Background: an optimization exercise with open tools, aiming at small area and a short achievable clock period. Do not read the settings as production practice.
RTL that was checked went through simulation tests only; none was proved equivalent to the original.
Power and IR drop assume default switching activity.

Setup of rev 12:
==> flow/design.v <==
`default_nettype none
`default_nettype wire
`default_nettype none
package tg_proto_pkg;
	typedef logic [8-1:0] byte_t;
	localparam byte_t WRITE_START = 8'hFF;
	localparam byte_t READ_START = 8'hFE;
	localparam byte_t DONE_BYTE = 8'h1E;
	typedef enum logic [2:0] {
		ST_IDLE,
		ST_ADDR,
		ST_LEN,
		ST_WR_DATA,
		ST_WR_CMD,
		ST_RD_CMD,
		ST_RD_WAIT
	} parser_state_t;
endpackage
`default_nettype wire
`default_nettype none
package tg_mcb_pkg;
	typedef enum logic [2:0] {
		MCB_WRITE = 3'd0,
		MCB_READ = 3'd1,
		MCB_WRITE_AP = 3'd2,
		MCB_READ_AP = 3'd3
	} mcb_instr_t;
	typedef logic [30-1:0] mcb_addr_t;
	typedef logic [32-1:0] mcb_word_t;
	typedef logic [6-1:0] mcb_bl_t;
endpackage
`default_nettype wire
`timescale 1ns/1ps
`default_nettype none
module traffic_generator (
	input logic clk,
	input logic reset,
	input logic rx_done_tick,
	input tg_proto_pkg::byte_t rx_data_out,
	output logic tx_start_transmission,
	output tg_proto_pkg::byte_t tx_data_in,
	input logic tx_busy,
	output logic cmd_en,
	output tg_mcb_pkg::mcb_instr_t cmd_instr,
	output tg_mcb_pkg::mcb_bl_t cmd_bl,
	output tg_mcb_pkg::mcb_addr_t cmd_byte_addr,
	input logic cmd_full,
	output logic wr_en,
	output tg_mcb_pkg::mcb_word_t wr_data,
	input logic wr_full,
	output logic rd_en,
	input tg_mcb_pkg::mcb_word_t rd_data,
	input logic rd_empty
);
	logic s_idle, s_addr, s_len, s_wdat, s_wcmd, s_rcmd, s_rwait;
	logic [1:0] addr_cnt;
	logic [5:0] cnt;
	logic cmd_rd;
	logic cmd_nok;       
	logic [7:0] whead;
	logic [7:0] wmem [63];
	logic [6:0] wqc;     
	logic wnvis;         
	logic rd_nok;        
	logic last_q;
	logic read_done;
	logic [7:0] rmem [128];
	logic [7:0] rcnt;    
	logic reply_push;    
	logic [7:0] reply_byte;
	logic tick;
	logic is_start;
	logic w_push, w_pop, w_head;
	logic wr_go, rd_go;
	logic r_push, r_pop;
	logic wq0, wq1;
	logic s_wcmd_n, s_rcmd_n;
	assign tick = rx_done_tick;
	assign is_start = (rx_data_out[7:1] == 7'h7F);
	tg_nor2 u_cmd_en (.a(cmd_nok), .b(cmd_full), .y(cmd_en));
	tg_nor2 u_wr_en (.a(wnvis), .b(wr_full), .y(wr_en));
	tg_nor2 u_rd_en (.a(rd_nok), .b(rd_empty), .y(rd_en));
	logic cmd_go, rd_pop;
	assign cmd_go = !cmd_nok && !cmd_full;
	assign rd_pop = !rd_nok && !rd_empty;
	assign cmd_instr = cmd_rd ? tg_mcb_pkg::MCB_READ_AP : tg_mcb_pkg::MCB_WRITE_AP;
	assign wr_data = {24'd0, whead};
	assign wr_go = cmd_go && s_wcmd;
	assign rd_go = cmd_go && s_rcmd;
	always_ff @(posedge clk) begin
		if (reset) begin
			s_idle <= 1'b1;
			s_addr <= 1'b0;
			s_len <= 1'b0;
			s_wdat <= 1'b0;
			s_wcmd <= 1'b0;
			s_rcmd <= 1'b0;
			s_rwait <= 1'b0;
		end else begin
			if (s_idle && tick && is_start) begin
				s_idle <= 1'b0;
				s_addr <= 1'b1;
			end
			if (s_addr && tick && addr_cnt == 2'd3) begin
				s_addr <= 1'b0;
				s_len <= 1'b1;
			end
			if (s_len && tick) begin
				s_len <= 1'b0;
				s_wdat <= !cmd_rd;
				s_rcmd <= cmd_rd;
			end
			if (s_wdat && tick && cnt == 6'd1) begin
				s_wdat <= 1'b0;
				s_wcmd <= 1'b1;
			end
			if (wr_go) begin
				s_wcmd <= 1'b0;
				s_idle <= 1'b1;
			end
			if (rd_go) begin
				s_rcmd <= 1'b0;
				s_rwait <= 1'b1;
			end
			if (s_rwait && read_done) begin
				s_rwait <= 1'b0;
				s_idle <= 1'b1;
			end
		end
	end
	always_ff @(posedge clk) begin
		if (s_idle) begin
			addr_cnt <= 2'd0;
		end else if (s_addr && tick) begin
			addr_cnt <= addr_cnt + 2'd1;
		end
	end
	always_ff @(posedge clk) begin
		if (s_idle && tick) begin
			cmd_rd <= !rx_data_out[0];
		end
		if (s_addr && tick) begin
			cmd_byte_addr <= {cmd_byte_addr[21:0], rx_data_out};
		end
		if (s_len && tick) begin
			cmd_bl <= rx_data_out[5:0];
		end
	end
	always_ff @(posedge clk) begin
		if (s_len && tick) begin
			cnt <= rx_data_out[5:0];
		end else if ((s_wdat && tick) || rd_pop) begin
			cnt <= cnt - 6'd1;
		end
	end
	assign s_wcmd_n = (s_wdat && tick && cnt == 6'd1) || (s_wcmd && !wr_go);
	assign s_rcmd_n = (s_len && tick && cmd_rd) || (s_rcmd && !rd_go);
	always_ff @(posedge clk) begin
		if (reset) begin
			cmd_nok <= 1'b1;
		end else begin
			cmd_nok <= !(s_rcmd_n || (s_wcmd_n && !w_push && (wq0 || (wq1 && w_pop))));
		end
	end
	assign w_push = s_wdat && tick;
	assign w_pop = !wnvis && !wr_full;
	assign wq0 = (wqc == 7'd0);
	assign wq1 = (wqc == 7'd1);
	assign w_head = wq0 || (wq1 && w_pop);
	always_ff @(posedge clk) begin
		if (reset) begin
			wqc <= 7'd0;
			wnvis <= 1'b1;
		end else begin
			wqc <= wqc + {6'd0, w_push} - {6'd0, w_pop};
			wnvis <= w_pop ? wq1 : wq0;
		end
	end
	always_ff @(posedge clk) begin
		if (w_push) begin
			wmem[0] <= rx_data_out;
			for (int i = 1; i < 63; i++) begin
				wmem[i] <= wmem[i - 1];
			end
		end
	end
	logic [7:0] w_lo;
	logic [8:0] w_hi;
	logic [62:0] w_sel;
	logic [7:0] w_rd;
	assign w_lo = 8'd1 << wqc[2:0];
	assign w_hi = 9'd1 << wqc[6:3];
	for (genvar e = 0; e < 63; e++) begin : g_wsel
		assign w_sel[e] = w_lo[(e + 2) % 8] && w_hi[(e + 2) / 8];
	end
	for (genvar b = 0; b < 8; b++) begin : g_wrd
		logic [20:0] n;
		for (genvar k = 0; k < 21; k++) begin : g_aoi
			tg_aoi222 u (.a1(w_sel[3 * k]), .a2(wmem[3 * k][b]), .b1(w_sel[3 * k + 1]), .b2(wmem[3 * k + 1][b]),
				.c1(w_sel[3 * k + 2]), .c2(wmem[3 * k + 2][b]), .y(n[k]));
		end
		logic [6:0] p;
		logic [3:0] q;
		for (genvar k = 0; k < 7; k++) begin : g_p
			tg_nand3 u (.a(n[3 * k]), .b(n[3 * k + 1]), .c(n[3 * k + 2]), .y(p[k]));
		end
		for (genvar k = 0; k < 3; k++) begin : g_q
			tg_nor2 u (.a(p[2 * k]), .b(p[2 * k + 1]), .y(q[k]));
		end
		assign q[3] = !p[6];
		tg_nand4 u_y (.a(q[0]), .b(q[1]), .c(q[2]), .d(q[3]), .y(w_rd[b]));
	end
	always_ff @(posedge clk) begin
		if (w_head) begin
			whead <= rx_data_out;
		end else if (w_pop) begin
			whead <= w_rd;
		end
	end
	always_ff @(posedge clk) begin
		if (reset) begin
			rd_nok <= 1'b1;
			last_q <= 1'b0;
			read_done <= 1'b0;
		end else begin
			rd_nok <= !(!rd_pop && (cnt != 6'd0) && (s_rwait || rd_go));
			last_q <= rd_pop && (cnt == 6'd1);
			read_done <= last_q;
		end
	end
	always_ff @(posedge clk) begin
		if (reset) begin
			reply_push <= 1'b0;
		end else begin
			reply_push <= rd_pop || last_q || wr_go;
		end
	end
	always_ff @(posedge clk) begin
		reply_byte <= rd_nok ? tg_proto_pkg::DONE_BYTE : rd_data[7:0];
	end
	assign r_push = reply_push && !rcnt[7];
	assign r_pop = (rcnt != 8'd0) && !tx_busy && !tx_start_transmission;
	always_ff @(posedge clk) begin
		if (reset) begin
			rcnt <= 8'd0;
			tx_start_transmission <= 1'b0;
		end else begin
			rcnt <= rcnt + {7'd0, r_push} - {7'd0, r_pop};
			tx_start_transmission <= r_pop;
		end
	end
	always_ff @(posedge clk) begin
		if (r_push) begin
			rmem[0] <= reply_byte;
			for (int i = 1; i < 128; i++) begin
				rmem[i] <= rmem[i - 1];
			end
		end
	end
	logic [7:0] r_lo;
	logic [16:0] r_hi;
	logic [127:0] r_sel;
	logic [7:0] r_rd;
	assign r_lo = 8'd1 << rcnt[2:0];
	assign r_hi = 17'd1 << rcnt[7:3];
	for (genvar e = 0; e < 128; e++) begin : g_rsel
		assign r_sel[e] = r_lo[(e + 1) % 8] && r_hi[(e + 1) / 8];
	end
	for (genvar b = 0; b < 8; b++) begin : g_rrd
		logic [42:0] n;
		for (genvar k = 0; k < 42; k++) begin : g_aoi
			tg_aoi222 u (.a1(r_sel[3 * k]), .a2(rmem[3 * k][b]), .b1(r_sel[3 * k + 1]), .b2(rmem[3 * k + 1][b]),
				.c1(r_sel[3 * k + 2]), .c2(rmem[3 * k + 2][b]), .y(n[k]));
		end
		tg_nand2 u_last0 (.a(r_sel[126]), .b(rmem[126][b]), .y(n[42]));
		logic n127;
		tg_nand2 u_last1 (.a(r_sel[127]), .b(rmem[127][b]), .y(n127));
		logic [14:0] p;
		logic [7:0] q;
		logic [1:0] c;
		for (genvar k = 0; k < 14; k++) begin : g_p
			tg_nand3 u (.a(n[3 * k]), .b(n[3 * k + 1]), .c(n[3 * k + 2]), .y(p[k]));
		end
		tg_nand2 u_p14 (.a(n[42]), .b(n127), .y(p[14]));
		for (genvar k = 0; k < 7; k++) begin : g_q
			tg_nor2 u (.a(p[2 * k]), .b(p[2 * k + 1]), .y(q[k]));
		end
		assign q[7] = !p[14];
		tg_nand4 u_c0 (.a(q[0]), .b(q[1]), .c(q[2]), .d(q[3]), .y(c[0]));
		tg_nand4 u_c1 (.a(q[4]), .b(q[5]), .c(q[6]), .d(q[7]), .y(c[1]));
		assign r_rd[b] = c[0] || c[1];
	end
	always_ff @(posedge clk) begin
		tx_data_in <= r_rd;
	end
endmodule
module tg_aoi222 (
	input logic a1, a2, b1, b2, c1, c2,
	output logic y
);
	assign y = !((a1 && a2) || (b1 && b2) || (c1 && c2));
endmodule
module tg_nand3 (
	input logic a, b, c,
	output logic y
);
	assign y = !(a && b && c);
endmodule
module tg_nor2 (
	input logic a, b,
	output logic y
);
	assign y = !(a || b);
endmodule
module tg_nand4 (
	input logic a, b, c, d,
	output logic y
);
	assign y = !(a && b && c && d);
endmodule
module tg_nand2 (
	input logic a, b,
	output logic y
);
	assign y = !(a && b);
endmodule
`default_nettype wire
export LEC_CHECK = 0
export CAP_MARGIN = 20
export CORE_MARGIN = 2
export CORE_UTILIZATION = 50
export CTS_BUF_LIST = sky130_fd_sc_hd__clkbuf_16
export CTS_CLUSTER_DIAMETER = 80
export CTS_CLUSTER_SIZE = 25
export SETUP_SLACK_MARGIN = 4.05
export SLEW_MARGIN = 20
export SYNTH_HIERARCHICAL = 1
create_clock -name core_clock -period 7.0 [get_ports {clk}]
standard.sh (not shown) runs the stock make flow with config.mk's settings and CLKGATE_MAP_FILE= SYNTH_SCRIPT=/design/flow/synth_recipe.tcl, a recipe that flattens the netlist after the stock synthesis.
==> flow/flow/run.sh <==
#!/bin/bash
set -o pipefail
CTS="-sink_clustering_enable -repair_clock_nets -sink_clustering_size 25 -sink_clustering_max_diameter 80 -buf_list sky130_fd_sc_hd__clkbuf_16 -dont_use_dummy_load"
bash standard.sh "BUFFER_PORTS_ARGS=-buffer_cell sky130_fd_sc_hd__buf_1" "CTS_ARGS=$CTS" finish > standard_flow.log 2>&1
#### Input delta (rev 13 over rev 12)
-- flow/design.v --
<<< rev 12, line 57
	logic [5:0] cnt;
	logic cmd_rd;
	logic cmd_nok;       
	logic [7:0] whead;
	logic [7:0] wmem [63];
	logic [6:0] wqc;     
	logic wnvis;         
	logic rd_nok;        
	logic last_q;
	logic read_done;
>>> rev 13, line 57
	logic [5:0] cnt;
	logic cmd_rd;
	logic cmd_ok;
	logic [7:0] whead;
	logic [7:0] wmem [63];
	logic [6:0] wqc;     
	logic wvis;          
	logic rd_ok;         
	logic last_q;
	logic read_done;
<<< rev 12, line 78
	assign tick = rx_done_tick;
	assign is_start = (rx_data_out[7:1] == 7'h7F);
	tg_nor2 u_cmd_en (.a(cmd_nok), .b(cmd_full), .y(cmd_en));
	tg_nor2 u_wr_en (.a(wnvis), .b(wr_full), .y(wr_en));
	tg_nor2 u_rd_en (.a(rd_nok), .b(rd_empty), .y(rd_en));
	logic cmd_go, rd_pop;
	assign cmd_go = !cmd_nok && !cmd_full;
	assign rd_pop = !rd_nok && !rd_empty;
	assign cmd_instr = cmd_rd ? tg_mcb_pkg::MCB_READ_AP : tg_mcb_pkg::MCB_WRITE_AP;
	assign wr_data = {24'd0, whead};
>>> rev 13, line 78
	assign tick = rx_done_tick;
	assign is_start = (rx_data_out[7:1] == 7'h7F);
	tg_and2b u_cmd_en (.a(cmd_ok), .b_n(cmd_full), .y(cmd_en));
	tg_and2b u_wr_en (.a(wvis), .b_n(wr_full), .y(wr_en));
	tg_and2b u_rd_en (.a(rd_ok), .b_n(rd_empty), .y(rd_en));
	logic cmd_go, rd_pop;
	assign cmd_go = cmd_ok && !cmd_full;
	assign rd_pop = rd_ok && !rd_empty;
	assign cmd_instr = cmd_rd ? tg_mcb_pkg::MCB_READ_AP : tg_mcb_pkg::MCB_WRITE_AP;
	assign wr_data = {24'd0, whead};
<<< rev 12, line 158
	always_ff @(posedge clk) begin
		if (reset) begin
			cmd_nok <= 1'b1;
		end else begin
			cmd_nok <= !(s_rcmd_n || (s_wcmd_n && !w_push && (wq0 || (wq1 && w_pop))));
		end
	end
	assign w_push = s_wdat && tick;
	assign w_pop = !wnvis && !wr_full;
	assign wq0 = (wqc == 7'd0);
	assign wq1 = (wqc == 7'd1);
>>> rev 13, line 158
	always_ff @(posedge clk) begin
		if (reset) begin
			cmd_ok <= 1'b0;
		end else begin
			cmd_ok <= s_rcmd_n || (s_wcmd_n && !w_push && (wq0 || (wq1 && w_pop)));
		end
	end
	assign w_push = s_wdat && tick;
	assign w_pop = wvis && !wr_full;
	assign wq0 = (wqc == 7'd0);
	assign wq1 = (wqc == 7'd1);
<<< rev 12, line 171
		if (reset) begin
			wqc <= 7'd0;
			wnvis <= 1'b1;
		end else begin
			wqc <= wqc + {6'd0, w_push} - {6'd0, w_pop};
			wnvis <= w_pop ? wq1 : wq0;
		end
	end
>>> rev 13, line 171
		if (reset) begin
			wqc <= 7'd0;
			wvis <= 1'b0;
		end else begin
			wqc <= wqc + {6'd0, w_push} - {6'd0, w_pop};
			wvis <= w_pop ? !wq1 : !wq0;
		end
	end
<<< rev 12, line 220
	always_ff @(posedge clk) begin
		if (reset) begin
			rd_nok <= 1'b1;
			last_q <= 1'b0;
			read_done <= 1'b0;
		end else begin
			rd_nok <= !(!rd_pop && (cnt != 6'd0) && (s_rwait || rd_go));
			last_q <= rd_pop && (cnt == 6'd1);
			read_done <= last_q;
>>> rev 13, line 220
	always_ff @(posedge clk) begin
		if (reset) begin
			rd_ok <= 1'b0;
			last_q <= 1'b0;
			read_done <= 1'b0;
		end else begin
			rd_ok <= !rd_pop && (cnt != 6'd0) && (s_rwait || rd_go);
			last_q <= rd_pop && (cnt == 6'd1);
			read_done <= last_q;
<<< rev 12, line 237
	end
	always_ff @(posedge clk) begin
		reply_byte <= rd_nok ? tg_proto_pkg::DONE_BYTE : rd_data[7:0];
	end
	assign r_push = reply_push && !rcnt[7];
>>> rev 13, line 237
	end
	always_ff @(posedge clk) begin
		reply_byte <= rd_ok ? rd_data[7:0] : tg_proto_pkg::DONE_BYTE;
	end
	assign r_push = reply_push && !rcnt[7];
<<< rev 12, line 301
	assign y = !((a1 && a2) || (b1 && b2) || (c1 && c2));
endmodule
module tg_nand3 (
	input logic a, b, c,
>>> rev 13, line 301
	assign y = !((a1 && a2) || (b1 && b2) || (c1 && c2));
endmodule
module tg_and2b (
	input logic a, b_n,
	output logic y
);
	assign y = a && !b_n;
endmodule
module tg_nand3 (
	input logic a, b, c,
==> summary.txt <==
Comparing rev 12 and rev 13, the higher fraction of power consumed by sequential logic was measured on rev 12.
~same design area in rev 12 and rev 13
~same core occupancy in the finished layout in rev 12 and rev 13
The die area of rev 13 and that of rev 12 are within noise of each other.
Taking rev 12 as the reference, in rev 13 number of register bits inferred by synthesis saw little to no change, part of the power in combinational logic up 0.7 points, non-clock buffer count went down by 16, global-route track usage on met2 went down, total length of routed wires saw little to no change.
Rev 12 has higher area growth from synthesis to layout than rev 13.
Only the layout flow was run in rev 13; the RTL was not checked for function there.

==> afterwards: timing with drivers on the ports <==
Ports are ideal in the flow. The routed layouts listed here were re-timed in OpenROAD.
Step 1: set_driving_cell puts a clkbuf_16 on clk and a buf_2 on each other input, an assumption about the parent block.
Step 2, shift: input delay + t, output delay - t, t = (earliest + latest rising clock arrival at the registers) / 2. This alone moves slack from input paths to output paths.
a / b / c = no drivers / after step 1 / after step 2; a / b = the first two.
| run | t (ns) | slack for setup (ns) | worst hold slack (ns) | worst setup path at the end | latest minus earliest clock arrival (ns) |
|---|---|---|---|---|---|
| rev 12 | 0.703 | 3.900 / 3.846 / 3.496 | 0.386 / 0.386 / 0.386 | input to register | 0.121 / 0.121 |
| rev 13 | 0.723 | 3.888 / 3.835 / 3.486 | 0.410 / 0.410 / 0.410 | input to register | 0.067 / 0.066 |
After both steps every run listed still meets setup and hold. The setup slack of rev 12, which loses most, moves by -0.054 ns with the drivers and by -0.404 ns with both steps.
